Context: an optimization exercise on an open-source flow, tuned for small area, a short achievable clock period and few clock cycles per item. The choices shown serve that exercise and are no tape-out recipe. The RTL was checked by simulation tests, not by an equivalence proof against the original design.

Design murmur2_hash_bucket_select, start of the top module:
module murmur2_hash_bucket_select (
  input  logic        clk,
  input  logic        rst_n,
  input  logic        in_valid,
  output logic        in_stall,
  input  logic [31:0] in_data_word,
  input  logic [2:0]  in_valid_bytes,
  input  logic        in_last_word,
  input  logic [7:0]  in_key_length,
  output logic        out_valid,
  input  logic        out_stall,
  output logic [3:0]  out_bucket,
  output logic [31:0] out_hash_value,
  input  logic        cfg_valid,
  output logic        cfg_ready,
  input  logic        cfg_index,
  input  logic [31:0] cfg_data
);
For scale: roughly 3300 cells after synthesis, roughly 390 flip-flops, roughly 120 I/O pins.
Settings: LEC_CHECK=0, CAP_MARGIN=20, CORE_MARGIN=2, CORE_UTILIZATION=60, SETUP_SLACK_MARGIN=3, SLEW_MARGIN=20, SYNTH_HIERARCHICAL=1, SYNTH_MINIMUM_KEEP_SIZE=0; clock period 9.0 ns.
run.sh (not shown) runs the stock make flow with config.mk's settings and CLKGATE_MAP_FILE= SYNTH_SCRIPT=/design/flow/synth_recipe.tcl, a recipe that flattens the netlist after the stock synthesis.
Testbench counts at the start, summed over its fixed seeds: cycles 19,770, keys 3,000.
Edit:
--- a/flow/design.v
+++ b/flow/design.v
@@ -81,26 +81,25 @@
   logic [31:0] seed_r;
   logic [3:0]  sm1_r;        
   logic        adv;
   logic        in_acc;
   logic        in_key_r;     
   logic        v0, blk0, tl0, last0, first0;
   logic [31:0] w0;
   logic [7:0]  len0;
   logic        v1, blk1, tl1, last1, first1;
   logic [31:0] k1_r;
   logic [7:0]  len1;
   logic        v2, blk2, tl2, last2;
-  logic [31:0] km2_r;        
-  logic [31:0] tm2_r;        
+  logic [31:0] k2_r;
   logic [31:0] h_r;
   logic        fv;
   logic [31:0] hf_r;
   logic        gv;
   logic [31:0] g_r;
   logic        mv;
   logic [31:0] o_r;
   logic [5:0]  n15_r;
   logic [7:0]  u63_r;
   logic [7:0]  d13_r;
   logic [6:0]  d11_r;
   logic        out_valid_r;
@@ -154,38 +153,37 @@
       v1 <= v0;
       v2 <= v1;
     end
   end
   always_ff @(posedge clk) begin
     if (adv) begin
       k1_r  <= blk0 ? k1_m : w0;
       blk1  <= blk0;
       tl1   <= tl0;
       last1  <= last0;
       first1 <= first0;
       len1   <= len0;
-      km2_r <= blk1 ? k2_m : 32'd0;
-      tm2_r <= tl1  ? k1_r : 32'd0;
+      k2_r  <= blk1 ? k2_m : k1_r;
       blk2  <= blk1;
       tl2   <= tl1;
       last2 <= last1;
     end
   end
   logic [31:0] h_a, h_p, h_n;
   logic        prep, ne2;
   assign prep = v1 && first1;
   assign ne2  = blk2 || tl2;
-  assign h_a  = h_r ^ tm2_r;
+  assign h_a  = h_r ^ (k2_r & {32{tl2}});
   mhbs_mulm u_mul_h (.x(h_a), .y(h_p));
-  assign h_n  = h_p ^ km2_r;
+  assign h_n  = h_p ^ (k2_r & {32{blk2}});
   always_ff @(posedge clk) begin
     if (adv) begin
       if (prep)           h_r <= seed_r ^ {24'b0, len1};
       else if (v2 && ne2) h_r <= h_n;
       if (v2 && last2)    hf_r <= ne2 ? h_n : h_r;
     end
   end
   always_ff @(posedge clk) begin
     if (!rst_n) begin
       fv <= 1'b0;
     end else if (adv) begin
       fv <= v2 && last2;
Effect: Worst setup slack loses 0.085 ns; routed wire length went up by a few percent; maximum frequency decreases slightly; critical path depth increases by 5; cell area grows by a few percent; hold slack barely changes; count of clock-buffer cells in the layout went down by 3; first-iteration DRC count increases slightly; die area decreases slightly.
Testbench counts after the change, summed over its fixed seeds: cycles 19,770, keys 3,000.

---

murmur2_hash_bucket_select, a different RTL version from the one above (not shown whole).
Size in the first run: ~380 flip-flops, ~120 I/O pins, about 0.040 mm^2 of cells after synthesis.
==> module murmur2_hash_bucket_select, before the edit <==
module murmur2_hash_bucket_select (
  input  logic        clk,
  input  logic        rst_n,
  input  logic        in_valid,
  output logic        in_stall,
  input  logic [31:0] in_data_word,
  input  logic [2:0]  in_valid_bytes,
  input  logic        in_last_word,
  input  logic [7:0]  in_key_length,
  output logic        out_valid,
  input  logic        out_stall,
  output logic [3:0]  out_bucket,
  output logic [31:0] out_hash_value,
  input  logic        cfg_valid,
  output logic        cfg_ready,
  input  logic        cfg_index,
  input  logic [31:0] cfg_data
);
  logic [31:0] seed_r;
  logic [3:0]  sm1_r;        
  logic [mhbs_pkg::WT_NV-1:0] wv_r;   
  logic        adv;
  logic        in_acc;
  logic        in_key_r;     
  logic        seen_r;       
  logic [7:0]  klen_r;       
  logic        v0, blk0, tl0, last0, init0, zk0;
  logic [31:0] w0;
  logic [7:0]  len0;
  logic        v1, blk1, tl1, last1, init1, zk1;
  logic [31:0] k1_r;
  logic [7:0]  len1;
  logic        v2, blk2, tl2, last2, init2, zk2;
  logic [31:0] k2_r;
  logic [7:0]  len2;
  logic [31:0] h_r;
  logic        fv, fzk;
  logic [7:0]  flen;
  logic        gv;
  logic [31:0] g_r;
  logic        mv;
  logic [31:0] o_r;
  logic [9:0]  p1_r;
  logic [4:0]  sp_r;
  logic        out_valid_r;
  logic [31:0] out_hash_r;
  assign adv       = !(out_valid_r && out_stall);
  assign in_stall  = !adv;
  assign in_acc    = in_valid && adv;
  assign cfg_ready = 1'b1;
  assign out_valid      = out_valid_r;
  assign out_hash_value = out_hash_r;
  logic        i_first, i_ne, i_seen, i_blk;
  logic [7:0]  i_len;
  logic [31:0] i_w;
  always_comb begin
    i_first = !in_key_r;
    i_len   = i_first ? in_key_length : klen_r;
    i_ne    = (in_valid_bytes != 3'd0);
    i_blk   = in_valid_bytes[2];
    i_seen  = !i_first && seen_r;
    i_w[7:0]   = in_data_word[7:0];
    i_w[15:8]  = in_data_word[15:8]  & {8{i_blk | in_valid_bytes[1]}};
    i_w[23:16] = in_data_word[23:16] & {8{i_blk | (in_valid_bytes[1:0] == 2'd3)}};
    i_w[31:24] = in_data_word[31:24] & {8{i_blk}};
  end
  always_ff @(posedge clk) begin
    if (!rst_n) begin
      in_key_r <= 1'b0;
      seen_r   <= 1'b0;
      v0       <= 1'b0;
    end else if (adv) begin
      v0 <= in_valid;
      if (in_valid) begin
        in_key_r <= !in_last_word;
        seen_r   <= (i_seen || i_ne) && !in_last_word;
      end
    end
  end
  always_ff @(posedge clk) begin
    if (adv) begin
      if (in_valid && i_first) klen_r <= in_key_length;
      w0    <= i_w;
      blk0  <= i_blk;
      tl0   <= i_ne && !i_blk;
      last0 <= in_last_word;
      init0 <= i_ne && !i_seen;
      zk0   <= !i_ne && in_last_word && !i_seen;
      len0  <= i_len;
    end
  end
  logic [31:0] k1_m, k1_x, k2_m;
  assign k1_x = {k1_r[31:8], k1_r[7:0] ^ k1_r[31:24]};
  mhbs_mulm u_mul_k1 (.x(w0),   .y(k1_m));
  mhbs_mulm u_mul_k2 (.x(k1_x), .y(k2_m));
  always_ff @(posedge clk) begin
    if (!rst_n) begin
      v1 <= 1'b0;
      v2 <= 1'b0;
    end else if (adv) begin
      v1 <= v0;
      v2 <= v1;
    end
  end
  always_ff @(posedge clk) begin
    if (adv) begin
      k1_r  <= blk0 ? k1_m : w0;
      blk1  <= blk0;
      tl1   <= tl0;
      last1 <= last0;
      init1 <= init0;
      zk1   <= zk0;
      len1  <= len0;
      k2_r  <= blk1 ? k2_m : k1_r;
      blk2  <= blk1;
      tl2   <= tl1;
      last2 <= last1;
      init2 <= init1;
      zk2   <= zk1;
      len2  <= len1;
    end
  end
  logic [31:0] sl2, h_in, h_a, h_p, h_n;
  assign sl2  = seed_r ^ {24'b0, len2};
  assign h_in = init2 ? sl2 : h_r;
  assign h_a  = h_in ^ (k2_r & {32{tl2}});
  mhbs_mulm u_mul_h (.x(h_a), .y(h_p));
  assign h_n  = h_p ^ (k2_r & {32{blk2}});
  always_ff @(posedge clk) begin
    if (adv && v2 && (blk2 || tl2)) h_r <= h_n;
  end
  always_ff @(posedge clk) begin
    if (!rst_n) begin
      fv <= 1'b0;
    end else if (adv) begin
      fv <= v2 && last2;
    end
  end
  always_ff @(posedge clk) begin
    if (adv) begin
      fzk  <= zk2;
      flen <= len2;
    end
  end
  logic [31:0] f_h, f_x, f_g;
  assign f_h = fzk ? (seed_r ^ {24'b0, flen}) : h_r;
  assign f_x = f_h ^ (f_h >> 13);
  mhbs_mulm u_mul_f (.x(f_x), .y(f_g));
  always_ff @(posedge clk) begin
    if (!rst_n) begin
      gv          <= 1'b0;
      mv          <= 1'b0;
      out_valid_r <= 1'b0;
    end else if (adv) begin
      gv          <= fv;
      mv          <= gv;
      out_valid_r <= mv;
    end
  end
  logic [31:0] m_o;
  logic [27:0] nib_w;
  logic [39:0] bit_w;
  logic [9:0]  p1;
  logic [5:0]  p2;
  logic [4:0]  p3;
  logic [3:0]  p4;
  logic [4:0]  p4d;
  assign m_o   = g_r ^ (g_r >> 15);
  assign {bit_w, nib_w} = mhbs_pkg::wt_all(wv_r);
  mhbs_modp1 u_p1 (.x(m_o),  .c(nib_w),        .s(p1));
  mhbs_ws10  u_p2 (.v(p1_r), .w(bit_w),        .s(p2));
  mhbs_ws6   u_p3 (.v(p2),   .w(bit_w[23:0]),  .s(p3));
  mhbs_ws5   u_p4 (.v(sp_r), .w(bit_w[19:0]),  .s(p4));
  assign p4d        = {1'b0, p4} - {1'b0, sm1_r} - 5'd1;
  assign out_bucket = p4d[4] ? p4 : p4d[3:0];
  always_ff @(posedge clk) begin
    if (adv) begin
      g_r        <= f_g;
      o_r        <= m_o;
      p1_r       <= p1;
      out_hash_r <= o_r;
      sp_r       <= p3;
    end
  end
  logic [3:0] cfg_sm1;
  always_comb begin
    if (cfg_data[4:0] == 5'd0)                        cfg_sm1 = 4'd0;
    else if (cfg_data[4] && cfg_data[3:0] != 4'd0)    cfg_sm1 = 4'd15;
    else                                              cfg_sm1 = 4'(cfg_data[4:0] - 5'd1);
  end
  always_ff @(posedge clk) begin
    if (!rst_n) begin
      seed_r <= mhbs_pkg::RESET_SEED;
      sm1_r  <= mhbs_pkg::RESET_SM1;
      wv_r   <= mhbs_pkg::wt_var(mhbs_pkg::RESET_SM1);
    end else if (cfg_valid) begin
      if (cfg_index) begin
        sm1_r <= cfg_sm1;
        wv_r  <= mhbs_pkg::wt_var(cfg_sm1);
      end else begin
        seed_r <= cfg_data;
      end
    end
  end
endmodule
Settings: LEC_CHECK=0, CAP_MARGIN=20, CORE_MARGIN=2, CORE_UTILIZATION=40, SETUP_SLACK_MARGIN=3, SLEW_MARGIN=20, SYNTH_HIERARCHICAL=1, SYNTH_MINIMUM_KEEP_SIZE=0; clock period 9.0 ns.
Testbench counts at the start, summed over its fixed seeds: cycles 19,770, keys 3,000.
Next try:
--- a/flow/design.v
+++ b/flow/design.v
@@ -121,13 +121,16 @@
   logic [7:0]  flen;
   logic        gv;
   logic [31:0] g_r;
   logic        mv;
   logic [31:0] o_r;
   logic [9:0]  p1_r;
-  logic [4:0]  sp_r;
+  logic        xv;
+  logic [31:0] x_r;
+  logic [5:0]  p2_r;
+  logic [3:0]  p4_r;
   logic        out_valid_r;
   logic [31:0] out_hash_r;
   assign adv       = !(out_valid_r && out_stall);
   assign in_stall  = !adv;
   assign in_acc    = in_valid && adv;
   assign cfg_ready = 1'b1;
@@ -230,17 +233,19 @@
   assign f_x = f_h ^ (f_h >> 13);
   mhbs_mulm u_mul_f (.x(f_x), .y(f_g));
   always_ff @(posedge clk) begin
     if (!rst_n) begin
       gv          <= 1'b0;
       mv          <= 1'b0;
+      xv          <= 1'b0;
       out_valid_r <= 1'b0;
     end else if (adv) begin
       gv          <= fv;
       mv          <= gv;
-      out_valid_r <= mv;
+      xv          <= mv;
+      out_valid_r <= xv;
     end
   end
   logic [31:0] m_o;
   logic [27:0] nib_w;
   logic [39:0] bit_w;
   logic [9:0]  p1;
@@ -249,23 +254,25 @@
   logic [3:0]  p4;
   logic [4:0]  p4d;
   assign m_o   = g_r ^ (g_r >> 15);
   assign {bit_w, nib_w} = mhbs_pkg::wt_all(wv_r);
   mhbs_modp1 u_p1 (.x(m_o),  .c(nib_w),        .s(p1));
   mhbs_ws10  u_p2 (.v(p1_r), .w(bit_w),        .s(p2));
-  mhbs_ws6   u_p3 (.v(p2),   .w(bit_w[23:0]),  .s(p3));
-  mhbs_ws5   u_p4 (.v(sp_r), .w(bit_w[19:0]),  .s(p4));
-  assign p4d        = {1'b0, p4} - {1'b0, sm1_r} - 5'd1;
-  assign out_bucket = p4d[4] ? p4 : p4d[3:0];
+  mhbs_ws6   u_p3 (.v(p2_r), .w(bit_w[23:0]),  .s(p3));
+  mhbs_ws5   u_p4 (.v(p3),   .w(bit_w[19:0]),  .s(p4));
+  assign p4d        = {1'b0, p4_r} - {1'b0, sm1_r} - 5'd1;
+  assign out_bucket = p4d[4] ? p4_r : p4d[3:0];
   always_ff @(posedge clk) begin
     if (adv) begin
       g_r        <= f_g;
       o_r        <= m_o;
       p1_r       <= p1;
-      out_hash_r <= o_r;
-      sp_r       <= p3;
+      x_r        <= o_r;
+      p2_r       <= p2;
+      out_hash_r <= x_r;
+      p4_r       <= p4;
     end
   end
   logic [3:0] cfg_sm1;
   always_comb begin
     if (cfg_data[4:0] == 5'd0)                        cfg_sm1 = 4'd0;
     else if (cfg_data[4] && cfg_data[3:0] != 4'd0)    cfg_sm1 = 4'd15;
The new run went through all stages and came out clean.
Die area increases by about 2.6%.
Final area climbs by about 0.4%.
Clock skew went down by 0.011 ns.
Clock-buffer cell count grows by 10.
Via count grows by about 0.34%.
Register-to-register slack gains 0.62 ns.
Synthesized area rises by about 2.6%.
Critical path depth falls by 2.
Setup slack improves by 0.62 ns.
Testbench counts after the change, summed over its fixed seeds: cycles 19,780, keys 3,000.

---

== JK ==
Another version of the RTL of murmur2_hash_bucket_select (not shown whole).
Size in the first run: about 3400 cells after synthesis, roughly 380 flip-flops, roughly 120 I/O pins, roughly 40000 um2 of cells after synthesis.
clock: 9.0 ns
lec_check: 0
cap_margin: 20
core_margin: 2
core_utilization: 60
place_density: 0.6
setup_slack_margin: 3.1
slew_margin: 20
synth_hierarchical: 1
synth_minimum_keep_size: 0
Testbench counts of JK, summed over its fixed seeds: cycles 19,770, keys 3,000.
Inputs modified between JK and TR:
--- a/flow/design.v
+++ b/flow/design.v
@@ -149,42 +149,42 @@
   always_ff @(posedge clk) begin
     if (!rst_n) begin
       v1 <= 1'b0;
       v2 <= 1'b0;
     end else if (adv) begin
       v1 <= v0;
       v2 <= v1;
     end
   end
   always_ff @(posedge clk) begin
     if (adv) begin
-      k1_r  <= {k1_m[31:24], blk0 ? k1_m[23:0] : w0[23:0]};
+      k1_r  <= blk0 ? k1_m : w0;
       blk1  <= blk0;
       tl1   <= tl0;
       last1  <= last0;
       first1 <= first0;
       len1   <= len0;
-      km2_r <= k2_m;
+      km2_r <= blk1 ? k2_m : 32'd0;
       tm2_r <= tl1  ? k1_r[23:0] : 24'd0;
       blk2  <= blk1;
       tl2   <= tl1;
       last2 <= last1;
     end
   end
   logic [31:0] h_a, h_p, h_n;
   logic        prep, ne2;
   assign prep = v1 && first1;
   assign ne2  = blk2 || tl2;
   assign h_a  = h_r ^ {8'd0, tm2_r};
   mhbs_mulm u_mul_h (.x(h_a), .y(h_p));
-  assign h_n  = h_p ^ (km2_r & {32{blk2}});
+  assign h_n  = h_p ^ km2_r;
   always_ff @(posedge clk) begin
     if (adv) begin
       if (prep)           h_r <= seed_r ^ {24'b0, len1};
       else if (v2 && ne2) h_r <= h_n;
       if (v2 && last2)    hf_r <= ne2 ? h_n : h_r;
     end
   end
   always_ff @(posedge clk) begin
     if (!rst_n) begin
       fv <= 1'b0;
     end else if (adv) begin
Results
- Result for JK and TR: all clean
- JK → TR: final instance area now sits lower; compound-cell area share of the yosys netlist now sits lower; fraction of the mapped netlist area in simple logic gates now sits higher; clock-buffer cell count now sits higher.
- | utilization | TR vs JK | ≈ equal |
- JK → TR: fraction of met2 tracks used by global routing saw little to no change; number of inverters outside the clock class in the layout went down.
- TR reports its origin of the worst setup path as u63_r[6] while JK reports h_r[8].
Testbench counts of TR, summed over its fixed seeds: cycles 19,770, keys 3,000.

[port drivers added, routing unchanged]
In the flow no input, the clock included, has a driving cell. The finished layouts below were timed again as built, in two steps.
Step 1 sets driving cells, clkbuf_16 on the clock port and buf_2 on the other inputs (assumed; they add their load-dependent delay and slew).
Step 2 moves the port delays by t, midway between the first and last clock arrival at a register: inputs arrive t later, outputs are due t later. That takes back most of the time a late clock gives input paths.
Slacks: ideal ports / drivers / drivers and shift; pairs: ideal ports / drivers.
run	shift t [ns]	setup slack, ns	worst data-port slew with drivers (ns)
the first run of note 1	0.663	3.213 / 3.207 / 3.207	0.12
the second run of note 1	0.657	3.128 / 3.128 / 3.128	0.08
the first run of note 2	0.653	2.453 / 2.453 / 2.453	0.10
the second run of note 2	0.677	3.076 / 3.076 / 3.076	0.10
JK	0.653	3.299 / 3.299 / 3.299	0.12
TR	0.661	3.300 / 3.300 / 3.300	0.12
After both steps setup and hold are still met in every run listed. For the first run of note 1, which loses most, drivers alone change the setup slack by -0.006 ns; drivers and shift together by -0.006 ns.
